What follows belongs to an exercise in optimizing a design on an open flow for small area, a short achievable clock period and few clock cycles; a production flow would make more cautious choices.
Function was checked by simulation only, so behaviour that the tests miss may differ from the original.
Power figures rest on the tool's default switching activity, not on a simulated workload.

### config.mk
export PLATFORM = sky130hd
export DESIGN_NAME = line_edit_buffer
export DESIGN_NICKNAME = line_edit_buffer
export VERILOG_FILES = /design/flow/design.v
export SDC_FILE = /design/flow/constraint.sdc
export NUM_CORES = 4
export LEC_CHECK = 0
export CAP_MARGIN = 20
export CORE_MARGIN = 2
export CORE_UTILIZATION = 35
export SETUP_SLACK_MARGIN = 2.9
export SLEW_MARGIN = 20
export SYNTH_HIERARCHICAL = 1
### design.v
package lineb_pkg;
    localparam int MIN_COL   = 2;
    localparam int MAX_COL   = 66;
    localparam int TAB_WIDTH = 5;
    localparam int LINE_CAP  = 64;
    localparam logic [7:0] SPACE_CHAR = 8'h20;
    localparam logic [3:0] KIND_INS   = 4'd0;
    localparam logic [3:0] KIND_BS    = 4'd1;
    localparam logic [3:0] KIND_DEL   = 4'd2;
    localparam logic [3:0] KIND_TAB   = 4'd3;
    localparam logic [3:0] KIND_LEFT  = 4'd4;
    localparam logic [3:0] KIND_RIGHT = 4'd5;
    localparam logic [3:0] KIND_HOME  = 4'd6;
    localparam logic [3:0] KIND_END   = 4'd7;
    localparam logic [3:0] KIND_ENTER = 4'd8;
endpackage
module lineb_cell (
    input  logic       i_clk,
    input  logic       i_sel_hold,  
    input  logic       i_sel_l1,    
    input  logic       i_sel_l5,    
    input  logic       i_sel_r1,    
    input  logic       i_sel_bus,   
    input  logic [7:0] i_left1,
    input  logic [7:0] i_left5,
    input  logic [7:0] i_right1,
    input  logic [7:0] i_bus,
    output logic [7:0] o_next,
    output logic [7:0] o_data
);
    logic [7:0] r_data;
    for (genvar b = 0; b < 8; b++) begin : g_bit
        lineb_bit u_bit (
            .i_sel_hold (i_sel_hold),
            .i_sel_l1   (i_sel_l1),
            .i_sel_l5   (i_sel_l5),
            .i_sel_r1   (i_sel_r1),
            .i_sel_bus  (i_sel_bus),
            .i_self     (r_data[b]),
            .i_left1    (i_left1[b]),
            .i_left5    (i_left5[b]),
            .i_right1   (i_right1[b]),
            .i_bus      (i_bus[b]),
            .o_next     (o_next[b])
        );
    end
    always_ff @(posedge i_clk) begin
        r_data <= o_next;
    end
    assign o_data = r_data;
endmodule
module lineb_bit (
    input  logic i_sel_hold,
    input  logic i_sel_l1,
    input  logic i_sel_l5,
    input  logic i_sel_r1,
    input  logic i_sel_bus,
    input  logic i_self,
    input  logic i_left1,
    input  logic i_left5,
    input  logic i_right1,
    input  logic i_bus,
    output logic o_next
);
    assign o_next = (i_sel_hold && i_self) || (i_sel_l1 && i_left1) || (i_sel_l5 && i_left5)
                 || (i_sel_r1 && i_right1) || (i_sel_bus && i_bus);
endmodule
module lineb_sel (
    input  logic i_nge,       
    input  logic i_nge1,      
    input  logic i_nge5,      
    input  logic i_nop_ins,
    input  logic i_nop_tab,
    input  logic i_nop_rm,
    input  logic i_nop_shl,
    input  logic i_nop_any,   
    output logic o_sel_hold,
    output logic o_sel_l1,
    output logic o_sel_l5,
    output logic o_sel_r1,
    output logic o_sel_bus
);
    logic gap_end;    
    assign gap_end    = !(i_nop_ins || i_nge1) || !(i_nop_tab || i_nge5);
    assign o_sel_l1   = !(i_nop_ins || i_nge);
    assign o_sel_l5   = !(i_nop_tab || i_nge);
    assign o_sel_r1   = !(i_nop_shl && (i_nop_rm || i_nge));
    assign o_sel_bus  = i_nge && gap_end;
    assign o_sel_hold = i_nop_shl && (i_nge ? !gap_end : i_nop_any);
endmodule
module line_edit_buffer (
    input  logic               i_clk,
    input  logic               i_rst_n,
    input  logic               i_cmd_valid,
    output logic               o_cmd_ready,
    input  logic [3:0]         i_cmd_kind,
    input  logic [7:0]         i_cmd_char_in,
    output logic               o_res_valid,
    input  logic               i_res_ready,
    output logic               o_res_accepted,
    output logic [6:0]         o_res_cursor_col,
    output logic [6:0]         o_res_line_length,
    output logic [15:0]        o_res_line_number,
    output logic               o_res_char_valid,
    output logic [7:0]         o_res_char_out,
    output logic               o_res_last
);
    localparam int CAP = lineb_pkg::LINE_CAP;
    localparam int NK = 9;
    logic          r_a_v, b_v, r_rdy, n_a_v, n_b_v;
    logic [NK-1:0] r_a_k, a_k_in;
    logic [3:0]    r_b_kind, a_kind_in;
    logic [7:0]    r_a_ch, r_b_ch;
    logic          take_in;
    logic          fire;        
    assign b_v         = !r_rdy;
    assign o_cmd_ready = r_rdy;
    assign take_in     = i_cmd_valid && r_rdy;
    always_comb begin
        n_a_v = r_a_v;
        n_b_v = b_v;
        if (!r_a_v || fire) begin
            n_a_v = b_v || take_in;
            n_b_v = 1'b0;
        end else if (take_in) begin
            n_b_v = 1'b1;
        end
    end
    assign a_kind_in = b_v ? r_b_kind : i_cmd_kind;
    for (genvar k = 0; k < NK; k++) begin : g_kdec
        assign a_k_in[k] = (a_kind_in == 4'(k));
    end
    always_ff @(posedge i_clk) begin
        if (!i_rst_n) begin
            r_a_v <= 1'b0;
            r_rdy <= 1'b1;
        end else begin
            r_a_v <= n_a_v;
            r_rdy <= !n_b_v;
        end
    end
    always_ff @(posedge i_clk) begin
        if (!r_a_v || fire) begin
            r_a_k  <= a_k_in;
            r_a_ch <= b_v ? r_b_ch : i_cmd_char_in;
        end
        if (r_rdy) begin
            r_b_kind <= i_cmd_kind;
            r_b_ch   <= i_cmd_char_in;
        end
    end
    logic k_ins, k_bs, k_del, k_tab, k_left, k_right, k_home, k_end, k_enter;
    assign k_ins   = r_a_k[lineb_pkg::KIND_INS];
    assign k_bs    = r_a_k[lineb_pkg::KIND_BS];
    assign k_del   = r_a_k[lineb_pkg::KIND_DEL];
    assign k_tab   = r_a_k[lineb_pkg::KIND_TAB];
    assign k_left  = r_a_k[lineb_pkg::KIND_LEFT];
    assign k_right = r_a_k[lineb_pkg::KIND_RIGHT];
    assign k_home  = r_a_k[lineb_pkg::KIND_HOME];
    assign k_end   = r_a_k[lineb_pkg::KIND_END];
    assign k_enter = r_a_k[lineb_pkg::KIND_ENTER];
    logic [6:0]  r_col, r_len;
    logic [6:0]  r_ncol, r_nlen, col_i, len_i;
    logic [15:0] r_lines;
    logic [6:0]  r_dcnt;           
    logic        r_drain;          
    logic        r_rv, r_acc, r_cv, r_last;
    logic [7:0]  r_char;
    logic        r_home, r_end;
    logic [7:0]  r_p_lt;
    logic [6:0]  r_p_le;
    logic        r_nop_ins, r_nop_tab, r_nop_rm, r_nop_shl;    
    logic        r_nop_any;    
    logic [7:0]  r_bus;
    logic        r_c0_r1, r_c0_bus;
    logic        out_free, dfire;
    logic        ok_ins, ok_bs, ok_del, ok_tab, ok_left, ok_right;
    logic        col_up1, col_dn1, is_rm, enter_chars;
    logic        col_is3, col_end1, len_zero;
    logic [6:0]  col_p1, col_m1, col_p5, len_p1, len_m1, len_p5, len_p2;
    logic [6:0]  n_col, n_len;
    logic        n_home, n_end, acc;
    logic [7:0]  n_p_lt, len_lt;
    logic [6:0]  n_p_le, len_le;
    logic [7:0]  lt_up1, lt_dn1;
    logic [6:0]  le_up1, le_dn1;
    logic [7:0]  lt_up5;
    logic [6:0]  le_up5;
    logic [7:0]  cell0_next;
    assign out_free = !r_rv || i_res_ready;
    assign fire     = r_a_v && out_free && !r_drain;
    assign dfire    = r_drain && out_free;
    assign col_i    = ~r_ncol;
    assign len_i    = ~r_nlen;
    assign col_is3  = (col_i == 7'd3);
    assign col_end1 = (col_i == len_i + 7'd1);
    assign len_zero = (len_i == 7'd0);
    assign ok_ins   = k_ins && !len_i[6];
    assign ok_bs    = k_bs && !r_home;
    assign ok_del   = k_del && !r_end;
    assign ok_tab   = k_tab && (len_i <= 7'd59);
    assign ok_left  = k_left && !r_home;
    assign ok_right = k_right && !r_end;
    assign col_up1  = ok_ins || ok_right;
    assign col_dn1  = ok_bs || ok_left;
    assign is_rm    = ok_bs || ok_del;
    assign enter_chars = k_enter && !len_zero;
    assign acc      = ok_ins || ok_bs || ok_del || ok_tab || ok_left || ok_right
                   || (k_home && !r_home) || (k_end && !r_end) || k_enter;
    assign col_p1 = col_i + 7'd1;
    assign col_m1 = col_i - 7'd1;
    assign col_p5 = col_i + 7'd5;
    assign len_p1 = len_i + 7'd1;
    assign len_m1 = len_i - 7'd1;
    assign len_p5 = len_i + 7'd5;
    assign len_p2 = len_i + 7'd2;
    assign n_col = ({7{col_up1}} & col_p1)
                 | ({7{col_dn1}} & col_m1)
                 | ({7{ok_tab}}  & col_p5)
                 | ({7{k_home || k_enter}} & 7'd2)
                 | ({7{k_end}}   & len_p2)
                 | ({7{!(col_up1 || col_dn1 || ok_tab || k_home || k_enter || k_end)}} & col_i);
    assign n_len = ({7{ok_ins}} & len_p1)
                 | ({7{is_rm}}  & len_m1)
                 | ({7{ok_tab}} & len_p5)
                 | ({7{!(ok_ins || is_rm || ok_tab || k_enter)}} & len_i);
    always_comb begin
        n_home = r_home;
        n_end  = r_end;
        if (ok_ins || ok_tab || ok_right) n_home = 1'b0;
        if (col_dn1)                      n_home = col_is3;
        if (k_home || k_enter)            n_home = 1'b1;
        if (k_end)                        n_home = len_zero;
        if (ok_left)                      n_end  = 1'b0;
        if (ok_del || ok_right)           n_end  = col_end1;
        if (k_end || k_enter)             n_end  = 1'b1;
        if (k_home)                       n_end  = len_zero;
    end
    assign lt_up1 = r_p_le[6] ? r_p_lt : {r_p_lt[6:0], 1'b0};
    assign le_up1 = r_p_le[6] ? {r_p_le[5:0], 1'b0} : 7'h7f;
    assign lt_dn1 = r_p_le[0] ? {1'b1, r_p_lt[7:1]} : r_p_lt;
    assign le_dn1 = r_p_le[0] ? 7'h00 : {1'b1, r_p_le[6:1]};
    assign lt_up5 = r_p_le[2] ? r_p_lt : {r_p_lt[6:0], 1'b0};
    assign le_up5 = r_p_le[2] ? {r_p_le[1:0], 5'b0} : {3'b111, r_p_le[6:3]};
    for (genvar a = 1; a <= 8; a++) begin : g_llt
        assign len_lt[a-1] = (len_i[6:3] < 4'(a));
    end
    for (genvar b = 0; b <= 6; b++) begin : g_lle
        assign len_le[b] = (len_i[2:0] <= 3'(b));
    end
    assign n_p_lt = ({8{col_up1}} & lt_up1)
                  | ({8{col_dn1}} & lt_dn1)
                  | ({8{ok_tab}}  & lt_up5)
                  | ({8{k_home || k_enter}})
                  | ({8{k_end}}   & len_lt)
                  | ({8{!(col_up1 || col_dn1 || ok_tab || k_home || k_enter || k_end)}} & r_p_lt);
    assign n_p_le = ({7{col_up1}} & le_up1)
                  | ({7{col_dn1}} & le_dn1)
                  | ({7{ok_tab}}  & le_up5)
                  | ({7{k_home || k_enter}})
                  | ({7{k_end}}   & len_le)
                  | ({7{!(col_up1 || col_dn1 || ok_tab || k_home || k_enter || k_end)}} & r_p_le);
    logic r_rst;
    always_ff @(posedge i_clk) begin
        r_rst <= !i_rst_n;
    end
    always_ff @(posedge i_clk) begin
        if (!i_rst_n) begin
            r_drain <= 1'b0;
            r_rv    <= 1'b0;
        end else begin
            if (fire && k_enter) begin
                r_drain <= (len_i > 7'd1);
            end else if (dfire) begin
                r_drain <= (r_dcnt != 7'd1);
            end
            if (fire || dfire) begin
                r_rv <= 1'b1;
            end else if (i_res_ready) begin
                r_rv <= 1'b0;
            end
        end
    end
    always_ff @(posedge i_clk) begin
        if (fire && k_enter) begin
            r_dcnt <= len_m1;
        end else if (dfire) begin
            r_dcnt <= r_dcnt - 7'd1;
        end
    end
    always_ff @(posedge i_clk) begin
        if (r_rst) begin
            r_col     <= 7'd2;
            r_len     <= 7'd0;
            r_ncol    <= ~7'd2;
            r_nlen    <= ~7'd0;
            r_home    <= 1'b1;
            r_end     <= 1'b1;
            r_p_lt    <= '1;
            r_p_le    <= '1;
            r_lines   <= 16'd0;
            r_nop_ins <= 1'b1;
            r_nop_tab <= 1'b1;
            r_nop_rm  <= 1'b1;
            r_nop_shl <= 1'b1;
            r_nop_any <= 1'b1;
            r_c0_r1   <= 1'b0;
            r_c0_bus  <= 1'b0;
        end else begin
            r_nop_ins <= !(fire && ok_ins);
            r_nop_tab <= !(fire && ok_tab);
            r_nop_rm  <= !(fire && is_rm);
            r_nop_shl <= !(dfire || (fire && enter_chars));
            r_nop_any <= !(fire && (ok_ins || ok_tab || is_rm));
            r_c0_r1   <= dfire || (fire && (enter_chars || (is_rm && n_home)));
            r_c0_bus  <= fire && (ok_ins || ok_tab) && r_home;
            if (fire) begin
                r_col  <= n_col;
                r_len  <= n_len;
                r_ncol <= ~n_col;
                r_nlen <= ~n_len;
                r_home <= n_home;
                r_end  <= n_end;
                r_p_lt <= n_p_lt;
                r_p_le <= n_p_le;
                if (k_enter) begin
                    r_lines <= r_lines + 16'd1;
                end
            end
        end
    end
    always_ff @(posedge i_clk) begin
        if (fire) begin
            r_bus <= k_tab ? lineb_pkg::SPACE_CHAR : r_a_ch;
        end
    end
    always_ff @(posedge i_clk) begin
        if (r_rst) begin
            r_acc  <= 1'b0;
            r_cv   <= 1'b0;
            r_last <= 1'b0;
            r_char <= 8'd0;
        end else if (fire) begin
            r_acc  <= acc;
            r_cv   <= enter_chars;
            r_last <= !k_enter || (len_i <= 7'd1);
            r_char <= enter_chars ? cell0_next : 8'd0;
        end else if (dfire) begin
            r_acc  <= 1'b1;
            r_cv   <= 1'b1;
            r_last <= (r_dcnt == 7'd1);
            r_char <= cell0_next;
        end
    end
    logic [CAP+5:0] nge;
    logic [9:0]     p_lt;
    logic [7:0]     p_le;
    logic [7:0]     cell_q    [CAP];
    logic [7:0]     cell_next [CAP];
    assign p_lt = {1'b1, r_p_lt, 1'b0};
    assign p_le = {1'b1, r_p_le};
    for (genvar g = 0; g < CAP + 6; g++) begin : g_ge
        if (g >= CAP) begin : g_hi
            assign nge[g] = 1'b0;
        end else begin : g_dec
            assign nge[g] = !(p_lt[g/8] || (p_lt[g/8+1] && p_le[g%8]));
        end
    end
    for (genvar g = 0; g < CAP; g++) begin : g_cell
        logic [7:0] l1, l5, r1;
        logic       s_hold, s_l1, s_l5, s_r1, s_bus;
        if (g >= 1) begin : g_l1
            assign l1 = cell_q[g-1];
        end else begin : g_l1z
            assign l1 = 8'd0;
        end
        if (g >= 5) begin : g_l5
            assign l5 = cell_q[g-5];
        end else begin : g_l5z
            assign l5 = cell_q[g];
        end
        if (g < CAP - 1) begin : g_r1
            assign r1 = cell_q[g+1];
        end else begin : g_r1z
            assign r1 = cell_q[g];
        end
        lineb_sel u_sel (
            .i_nge      (nge[g]),
            .i_nge1     (nge[g+1]),
            .i_nge5     (nge[g+5]),
            .i_nop_ins  (r_nop_ins),
            .i_nop_tab  (r_nop_tab),
            .i_nop_rm   (r_nop_rm),
            .i_nop_shl  (r_nop_shl),
            .i_nop_any  (r_nop_any),
            .o_sel_hold (s_hold),
            .o_sel_l1   (s_l1),
            .o_sel_l5   (s_l5),
            .o_sel_r1   (s_r1),
            .o_sel_bus  (s_bus)
        );
        lineb_cell u_cell (
            .i_clk      (i_clk),
            .i_sel_hold (s_hold),
            .i_sel_l1   (s_l1),
            .i_sel_l5   (s_l5),
            .i_sel_r1   (s_r1),
            .i_sel_bus  (s_bus),
            .i_left1    (l1),
            .i_left5    (l5),
            .i_right1   (r1),
            .i_bus      (r_bus),
            .o_next     (cell_next[g]),
            .o_data     (cell_q[g])
        );
    end
    assign cell0_next = r_c0_r1 ? cell_q[1] : (r_c0_bus ? r_bus : cell_q[0]);
    assign o_res_valid       = r_rv;
    assign o_res_accepted    = r_acc;
    assign o_res_cursor_col  = r_col;
    assign o_res_line_length = r_len;
    assign o_res_line_number = r_lines;
    assign o_res_char_valid  = r_cv;
    assign o_res_char_out    = r_char;
    assign o_res_last        = r_last;
endmodule
### standard.sh
#!/bin/bash
# synth_recipe.tcl (not shown) runs the flow's synth.tcl, then flattens the netlist and writes it again
# the make line also repeats each setting of config.mk as NAME=value (left out here)
make -C /OpenROAD-flow-scripts/flow DESIGN_CONFIG=/design/flow/config.mk WORK_HOME=/design/flow/orfs CLKGATE_MAP_FILE= SYNTH_SCRIPT=/design/flow/synth_recipe.tcl "${@:-finish}"
### constraint.sdc
create_clock -name core_clock -period 5.0 [get_ports {i_clk}]
set_input_delay 1.0000 -clock core_clock [delete_from_list [all_inputs] [get_ports {i_clk}]]
set_output_delay 1.0000 -clock core_clock [all_outputs]
set_load 0.01 [all_outputs]
### flow/run.sh
#!/bin/bash
# The standard layout (standard.sh), with two changes:
# - the input and output ports are buffered with buf_2 cells. The default pick,
#   clkdlybuf4s50_1, is a slow delay cell, and the platform's footprint-matched resizing
#   cannot swap it for a faster buffer later.
# - clock tree synthesis clusters up to 20 sinks within 80 um per leaf buffer and adds no
#   dummy loads: about half the clock buffers of the default, with the same insertion delay
#   and flip-flop clock slews near 90 ps.
# The whole make output goes to run_standard.log here; ORFS keeps each step's log under orfs/logs.
set -euo pipefail
export BUFFER_PORTS_ARGS="-buffer_cell sky130_fd_sc_hd__buf_2"
export CTS_ARGS="-sink_clustering_enable -repair_clock_nets -sink_clustering_size 20 -sink_clustering_max_diameter 80 -dont_use_dummy_load"
bash standard.sh > run_standard.log 2>&1
==> flow_summary.ini, run 1 <==
[run_status]
outcome = finished clean

[sta]
timing.max_slew.rel_slack = 0.289
finalWorstPathRequiredPeriod_ps = 2180
timing.final.crit_share = 0.436
fmaxAchievable_mhz = 459
final-max-slew-violation-count = 0
hold_violations = 0
setup-violations-final = 0
rsz0062_at_grt = true
setup-tns-final_ps = 0
worst_pin_slew_ps = 1070
finClkSkew_ps = 34.5

[synthesis]
synth.distinct_cells = 66
yosys.area_share.adder = 0.00729
synth.top_cells.by_area = sky130_fd_sc_hd__dfxtp_1 40%, sky130_fd_sc_hd__a222oi_1 17%, sky130_fd_sc_hd__a22oi_1 13%, sky130_fd_sc_hd__nand2_1 7.2%, sky130_fd_sc_hd__edfxtp_1 3.1%
synth.area.mux_share = 0.0142
synthXorXnorAreaFrac = 0.0103
mappedNetlistArea_um2 = 30500
avgSynthCellArea_um2 = 9.14
synth_enable_flop_cells = 32
async_flop_share = 0
top_flip_flop_cell_by_instance_count_after_synthesis = sky130_fd_sc_hd__dfxtp_1
postSynthCellCount = 3342
ys_seq_area_frac = 0.430
yosysTopAreaCellShare = 0.398
synthDominantAreaCellType = sky130_fd_sc_hd__dfxtp_1
synth_compound_gate_area_share = 0.394
synth_top_family_by_area = compound AO/OA/AOI/OAI gates
ys_ff_latch = 640
yosys_warnings = 10
synth_simple_gate_area_frac = 0.131

[critical_path]
critPathArrivalTime_ps = 2670
worst_setup_path_class = flip-flop to flip-flop
slowest_delay_ps = 500
critPathRequiredTime_ps = 5490
start_kind = flip-flop
timing.critical_path.slowest_stage_cell = sky130_fd_sc_hd__or4_4
cp_max_fo = 5
critPathCaptureType = flip-flop
path_cells = inv_4, ha_4, nor4b_4, a211o_4, or4_4, a31oi_4, o31ai_2, a21o_1
r2r_cells = 8

[floorplanning]
initial_core_util = 0.353
height_of_the_die_um = 299
fp.dieArea_um2 = 89600
rows = 108
dieWidth_um = 299
io_pins = 59
fp.coreArea_um2 = 86600

[layout]
most-common-layout-cells = 577 x sky130_fd_sc_hd__nand2_1, 541 x sky130_fd_sc_hd__dfxtp_1, 520 x sky130_fd_sc_hd__a22oi_1
syn2layout_area_growth_pct = 15.1
final_cells = 4636
finalNetCount = 3515
final_design_area_no_fill_um2 = 35200
mostFrequentLayoutCell = sky130_fd_sc_hd__nand2_1
drive_above_1_share = 0.131

[run]
drv_cap = 0

[cts]
cts.sink_count = 640
cts_buffers = 41
clk_root_buffer_cell = sky130_fd_sc_hd__clkbuf_16
clk_transition_reported_paths_ps = 80
cts_buffer_depth = 3
insertion_delay_ps = 610
cts_max_level = 2
tritoncts_clock_tree = done
cts_hold_buffers = 0

[drt]
antenna_violating_nets_left = 0
first_iter_violations = 6224
number_of_search_and_repair_iterations_in_the_first_detailed_routing_pass = 11
wl_per_cell_um = 26.6
vias = 32300
detail_route.vias_per_cell = 6.97
finalWirelength_mm = 123
drcViolationCount = 0

[global_route]
grt_pass1_vias = 30000
grt_antenna_before_repair = 0
gr-total-overflow = 0
global_route_wire_length_before_repair_mm = 185
grt.total_usage = 0.258
maximum_number_of_pins_on_one_net_before_global_route_repair = 71

[place]
place.detailed.instances = 4524
hpwlAfterDp_mm = 84.7
routabilityCongestion = 0.921
post_dp_cell_area_um2 = 32400
port_buffer_count = 58

[min_path]
worstHoldPathType = flip-flop to flip-flop
holdPathStages = 2

[power]
vdd.ir_drop.worst_v = 0.000270
p_per_area_nw_per_um2 = 465
power_leakage_nw = 14.1
-- path summary, 6_finish.rpt --
check,from,end,slack (ps)
worst min-delay path,r_last,r_last,460
worst max register to register,r_nlen[1],r_ncol[6],2820
worst max-delay path,r_nlen[1],r_ncol[6],2820
worst min register to register,r_last,r_last,460
-- Yosys stat by module, one instance, submodules excluded --
module | cells | area (µm²) | flip-flops and latches
lineb_cell | 8 | 160 | 8
lineb_sel | 7 | 35.0 | 0
lineb_bit | 3 | 21.3 | 0
line_edit_buffer | 846 | 7160 | 128
-- timing repair --
action | in CTS | in global routing
gates cloned | 1 | 2
setup buffers | 38 | 29
resized for setup | 264 | 92
setup endpoints to repair | 619 | 547
endpoints found under the hold margin | 0 | 0
pin swaps | 15 | 8
-- layout make-up --
class	instances	area [µm²]
fill	8763	51500
multi-input combinational	2618	17900
sequential	640	13300
tap	1155	1450
timing repair buffer	154	1300
clock buffer	41	1030
inverter	25	130
timing repair inverter	2	17.5
antenna	1	2.50
-- kinds of logic after synthesis --
kind of cell    Yosys count
flops                   640
mux                      42
compound gates         1550
other cells               1
buf+inv                  98
fa+ha+maj                18
xor+xnor                 36
simple gates            957
-- synthesized netlist by cell type, types with 17 or more instances --
cell / count
sky130_fd_sc_hd__a21oi_1: 158
sky130_fd_sc_hd__a222oi_1: 512
sky130_fd_sc_hd__a22oi_1: 521
sky130_fd_sc_hd__and2_1: 70
sky130_fd_sc_hd__clkbuf_1: 57
sky130_fd_sc_hd__dfxtp_1: 608
sky130_fd_sc_hd__edfxtp_1: 32
sky130_fd_sc_hd__ha_1: 17
sky130_fd_sc_hd__inv_1: 25
sky130_fd_sc_hd__mux2i_1: 31
sky130_fd_sc_hd__nand2_1: 583
sky130_fd_sc_hd__nand3_1: 18
sky130_fd_sc_hd__nor2_1: 208
sky130_fd_sc_hd__o21ai_0: 133
sky130_fd_sc_hd__o21ai_1: 65
sky130_fd_sc_hd__o22ai_1: 72
sky130_fd_sc_hd__xnor2_1: 23
-- critical path: cells and delay by family (launching register included) --
kind / cells / cell delay (ps)
buffers and inverters: 1 / 60
AOI/OAI and AO/OA: 4 / 840
DFF: 1 / 370
and+or+nand+nor: 2 / 650
adders and majority gates: 1 / 170
-- flip-flops by register name (all words and copies together), names as in the netlist, 4 cells and up --
name	count
g_cell.u_cell.r_data	512
r_lines	16
r_a_k	9
r_a_ch	8
r_b_ch	8
r_bus	8
r_char	8
r_p_lt	8
r_col	7
r_dcnt	7
r_len	7
r_ncol	7
r_nlen	7
r_p_le	7
r_b_kind	4
-- through the flow --
| stage | util | hold slack, ps | setup slack, ps | total power (W) |
|---|---|---|---|---|
| final | 0.406 | 456 | 2820 | 0.0164 |
| after global routing | 0.406 | 468 | 2760 | 0.0171 |
| after CTS | 0.399 | 462 | 2790 | 0.0161 |
| after detailed placement | 0.374 | 447 | 1690 | 0.0128 |
| after global placement | 0.374 | 439 | 1750 | 0.0127 |
| after floorplan | - | 446 | 2750 | 0.0109 |
-- power breakdown --
| part | internal [W] | total, W | switching, W |
|---|---|---|---|
| Combinational | 0.00184 | 0.00366 | 0.00182 |
| Sequential | 0.00681 | 0.00942 | 0.00261 |
| Clock | 0.00146 | 0.00327 | 0.00181 |
-- per-layer routing --
metal | vias to the layer above | track usage | wire [µm]
met5 | - | 0 | 0
met4 | 0 | 0.0925 | 4140
met3 | 281 | 0.0355 | 12500
met2 | 1982 | 0.411 | 56000
met1 | 15700 | 0.356 | 50600
li1 | 14300 | - | -
Testbench counts, summed over its fixed seeds: cycles 21,059.
==> run 2, diff against run 1 <==
--- a/config.mk
+++ b/config.mk
@@ -8,6 +8,6 @@
 export CAP_MARGIN = 20
 export CORE_MARGIN = 2
 export CORE_UTILIZATION = 35
-export SETUP_SLACK_MARGIN = 2.9
+export SETUP_SLACK_MARGIN = 2.95
 export SLEW_MARGIN = 20
 export SYNTH_HIERARCHICAL = 1
==> flow_summary.ini, run 2 <==
[floorplanning]
rows = 108
io_pins = 59
fp.coreArea_um2 = 86600
dieWidth_um = 299
height_of_the_die_um = 299
initial_core_util = 0.353
fp.dieArea_um2 = 89600

[min_path]
whs_endpoint = r_last
worstHoldPathType = flip-flop to flip-flop
holdCritStartpoint = r_last
holdPathStages = 2

[layout]
utilization = 0.417
drive_above_1_share = 0.150
syn2layout_area_growth_pct = 18.2
final_cells = 4691
largest-register = g_cell.u_cell.r_data
largest_reg_flops = 512
filler_cells_inserted = 8535
most-common-layout-cells = 576 x sky130_fd_sc_hd__nand2_1, 534 x sky130_fd_sc_hd__dfxtp_1, 520 x sky130_fd_sc_hd__a22oi_1
antenna_fix_cells = 0
largest_registers = g_cell.u_cell.r_data x512, r_lines x16, r_a_k x9
finalNetCount = 3571
regArea_um2 = 13300
area_occupied_by_multi_input_gates_um2 = 18100
mostFrequentLayoutCell = sky130_fd_sc_hd__nand2_1

[cts]
cts_buffer_depth = 3
cts.sink_count = 640
cts_buffers = 40
insertion_delay_ps = 600
clk_root_buffer_cell = sky130_fd_sc_hd__clkbuf_16
clk_transition_reported_paths_ps = 90
tritoncts_clock_tree = done
cts_max_level = 2

[place]
detailedPlace.worstSlack_ps = 1930
routabilityCongestion = 0.928
hpwlAfterDp_mm = 85.0
place.detailed.instances = 4526
port_buffer_count = 58

[synthesis]
synth.distinct_cells = 66
ys_ff_latch = 640
synth.top_cells.by_area = sky130_fd_sc_hd__dfxtp_1 40%, sky130_fd_sc_hd__a222oi_1 17%, sky130_fd_sc_hd__a22oi_1 13%, sky130_fd_sc_hd__nand2_1 7.2%, sky130_fd_sc_hd__edfxtp_1 3.1%
synthMostInstantiatedCell = sky130_fd_sc_hd__dfxtp_1
yosys_warnings = 10
yosysTopAreaCellShare = 0.398
synth_enable_flop_cells = 32
netlist_top_cells_count = 608 x sky130_fd_sc_hd__dfxtp_1, 583 x sky130_fd_sc_hd__nand2_1, 521 x sky130_fd_sc_hd__a22oi_1
mappedNetlistArea_um2 = 30500
async_flop_share = 0
top_flip_flop_cell_by_instance_count_after_synthesis = sky130_fd_sc_hd__dfxtp_1
synthDominantAreaCellType = sky130_fd_sc_hd__dfxtp_1
postSynthCellCount = 3342
ys_seq_area_frac = 0.430
avgSynthCellArea_um2 = 9.14

[sta]
final-max-slew-violation-count = 0
worst_pin_slew_ps = 919
setup-tns-final_ps = 0
timing.final.crit_share = 0.439
fin_ws_ps = 2810
finClkSkew_ps = 44.0
hold_slack_ps = 465
rsz0062_at_grt = true
setup-violations-final = 0
finalWorstPathRequiredPeriod_ps = 2190
hold_violations = 0
fmaxAchievable_mhz = 456
timing.max_slew.rel_slack = 0.381

[global_route]
grt_antenna_before_repair = 0
global_route_wire_length_before_repair_mm = 185
grt.total_usage = 0.258
maximum_number_of_pins_on_one_net_before_global_route_repair = 76
grt_pass1_vias = 30100
gr-total-overflow = 0

[run_status]
outcome = finished clean

[critical_path]
cp_max_fo = 5
critPathRequiredTime_ps = 5490
path_cells = inv_6, ha_4, nor4b_4, buf_4, o2111ai_4, o21ai_4, or4_4, o22ai_4, a211o_1
slowest_delay_ps = 380
critPathCaptureType = flip-flop
worst_setup_path_class = flip-flop to flip-flop
regToRegSetupSlack_ps = 2810
critPathArrivalTime_ps = 2680
r2r_cells = 9
crit-reg2reg-launch = r_nlen[1]
start_kind = flip-flop
timing.critical_path.slowest_stage_cell = sky130_fd_sc_hd__dfxtp_4
rr_endpoint = r_ncol[2]

[drt]
detail_route.vias_per_cell = 6.93
first_iter_violations = 6545
drcViolationCount = 0
number_of_search_and_repair_iterations_in_the_first_detailed_routing_pass = 11
wl_per_cell_um = 26.4
finalWirelength_mm = 124
vias = 32500
antenna_violating_nets_left = 0

[power]
vdd.ir_drop.worst_v = 0.000246
power_leakage_nw = 14.4
p_per_area_nw_per_um2 = 455

[run]
drv_cap = 0
[run 2: cell counts after synthesis]
No cell type changed its count.
[run 2: cells by family (layout without fill, tap and decap cells)]
kind of cell	Yosys count	count (layout)	share of synthesized area
buffers and inverters	98	278	0.0123
other	1	14	0.000123
and+or+nand+nor	957	957	0.131
muxes	42	42	0.0142
xor gates and xnor gates	36	36	0.0103
DFF	640	640	0.430
adders and majority gates	18	18	0.00729
AOI/OAI and AO/OA	1550	1551	0.394
[run 2: worst max-delay path, delay by kind of cell, from the launching register on]
family	cells	cell delay, ps
buffers and inverters	2	230
AO/OA/AOI/OAI	4	830
AND/OR/NAND/NOR	2	480
flip-flops	1	380
adder cells (fa/ha/maj)	1	170
[run 2: routing by layer]
| metal | up-vias | global-route usage | part of all wire |
|---|---|---|---|
| met1 | 15700 | 0.357 | 0.41 |
| met4 | 0 | 0.0887 | 0.034 |
| li1 | 14400 | - | - |
| met2 | 2043 | 0.418 | 0.46 |
| met5 | - | 0 | 0 |
| met3 | 312 | 0.0290 | 0.097 |
[run 2: cell type report]
cell class	count	area share
inverters	25	0.00368
clock buffers	40	0.0277
repair buffers	213	0.0567
flip-flops and latches	640	0.369
multi-input cells	2618	0.503
well taps	1155	0.0400
[run 2: modules after synthesis (local to each module, per instance)]
module            cell area (µm²)  flops+latches  times used
line_edit_buffer             7160            128           1
lineb_cell                    160              8          64
lineb_bit                    21.3              0         512
lineb_sel                    35.0              0          64
[run 2: how the worst max path moves through the flow]
stage | start | end | slack, ps
2_1_floorplan | i_res_ready | r_col[2] | 2750
3_3_place_gp | i_res_ready | r_char[0] | 1970
3_5_place_dp | i_res_ready | r_col[2] | 1930
4_1_cts | r_p_lt[6] | g_cell[58].u_cell.r_data[3] | 2780
5_1_grt | r_nlen[1] | r_ncol[2] | 2760
6_report | r_nlen[1] | r_ncol[2] | 2810
[run 2: what timing repair did]
action	4_1_cts	5_1_grt
resized for setup	291	150
pin swaps	16	30
cloned	1	2
endpoints found under the hold margin	0	0
hold buffers	0	0
buffers inserted	61	60
setup endpoints to repair	632	571
[run 2: power by group]
| part | switching [W] | internal, W |
|---|---|---|
| sequential | 0.00260 | 0.00681 |
| combinational | 0.00187 | 0.00193 |
| clock | 0.00179 | 0.00143 |
[run 2: per-stage QoR]
| stage | instance area (µm²) | total power (W) |
|---|---|---|
| 5_1_grt | 36100 | 0.0172 |
| 6_report | 36100 | 0.0164 |
| 4_1_cts | 34900 | 0.0161 |
| 3_3_place_gp | 32400 | 0.0127 |
| 3_5_place_dp | 32400 | 0.0128 |
| 2_1_floorplan | 30800 | 0.0109 |

[afterwards: timing with drivers on the ports]
Ports are ideal in the flow. The routed layouts listed here were re-timed in OpenROAD. Step 1 (the two cells are an assumption about what drives the block):
set clk [get_ports {i_clk}]
set_driving_cell -lib_cell sky130_fd_sc_hd__clkbuf_16 $clk
set_driving_cell -lib_cell sky130_fd_sc_hd__buf_2 [delete_from_list [all_inputs] $clk]
Step 2 moves the port delays by t, midway between the first and last clock arrival at a register: inputs arrive t later, outputs are due t later. That takes back most of the time a late clock gives input paths. Three values: ideal, step 1, step 2; two values: the first two.
run | shift t [ns] | slack for setup (ns) | hold slack, ns | worst setup path at the end
run 1 | 0.660 | 2.821 / 2.817 / 2.340 | 0.456 / 0.456 / 0.456 | input to register
run 2 | 0.641 | 2.805 / 2.805 / 2.349 | 0.465 / 0.465 / 0.465 | input to register
After both steps setup and hold are still met in every run listed. For run 1, which loses most, drivers alone change the setup slack by -0.004 ns; drivers and shift together by -0.481 ns.
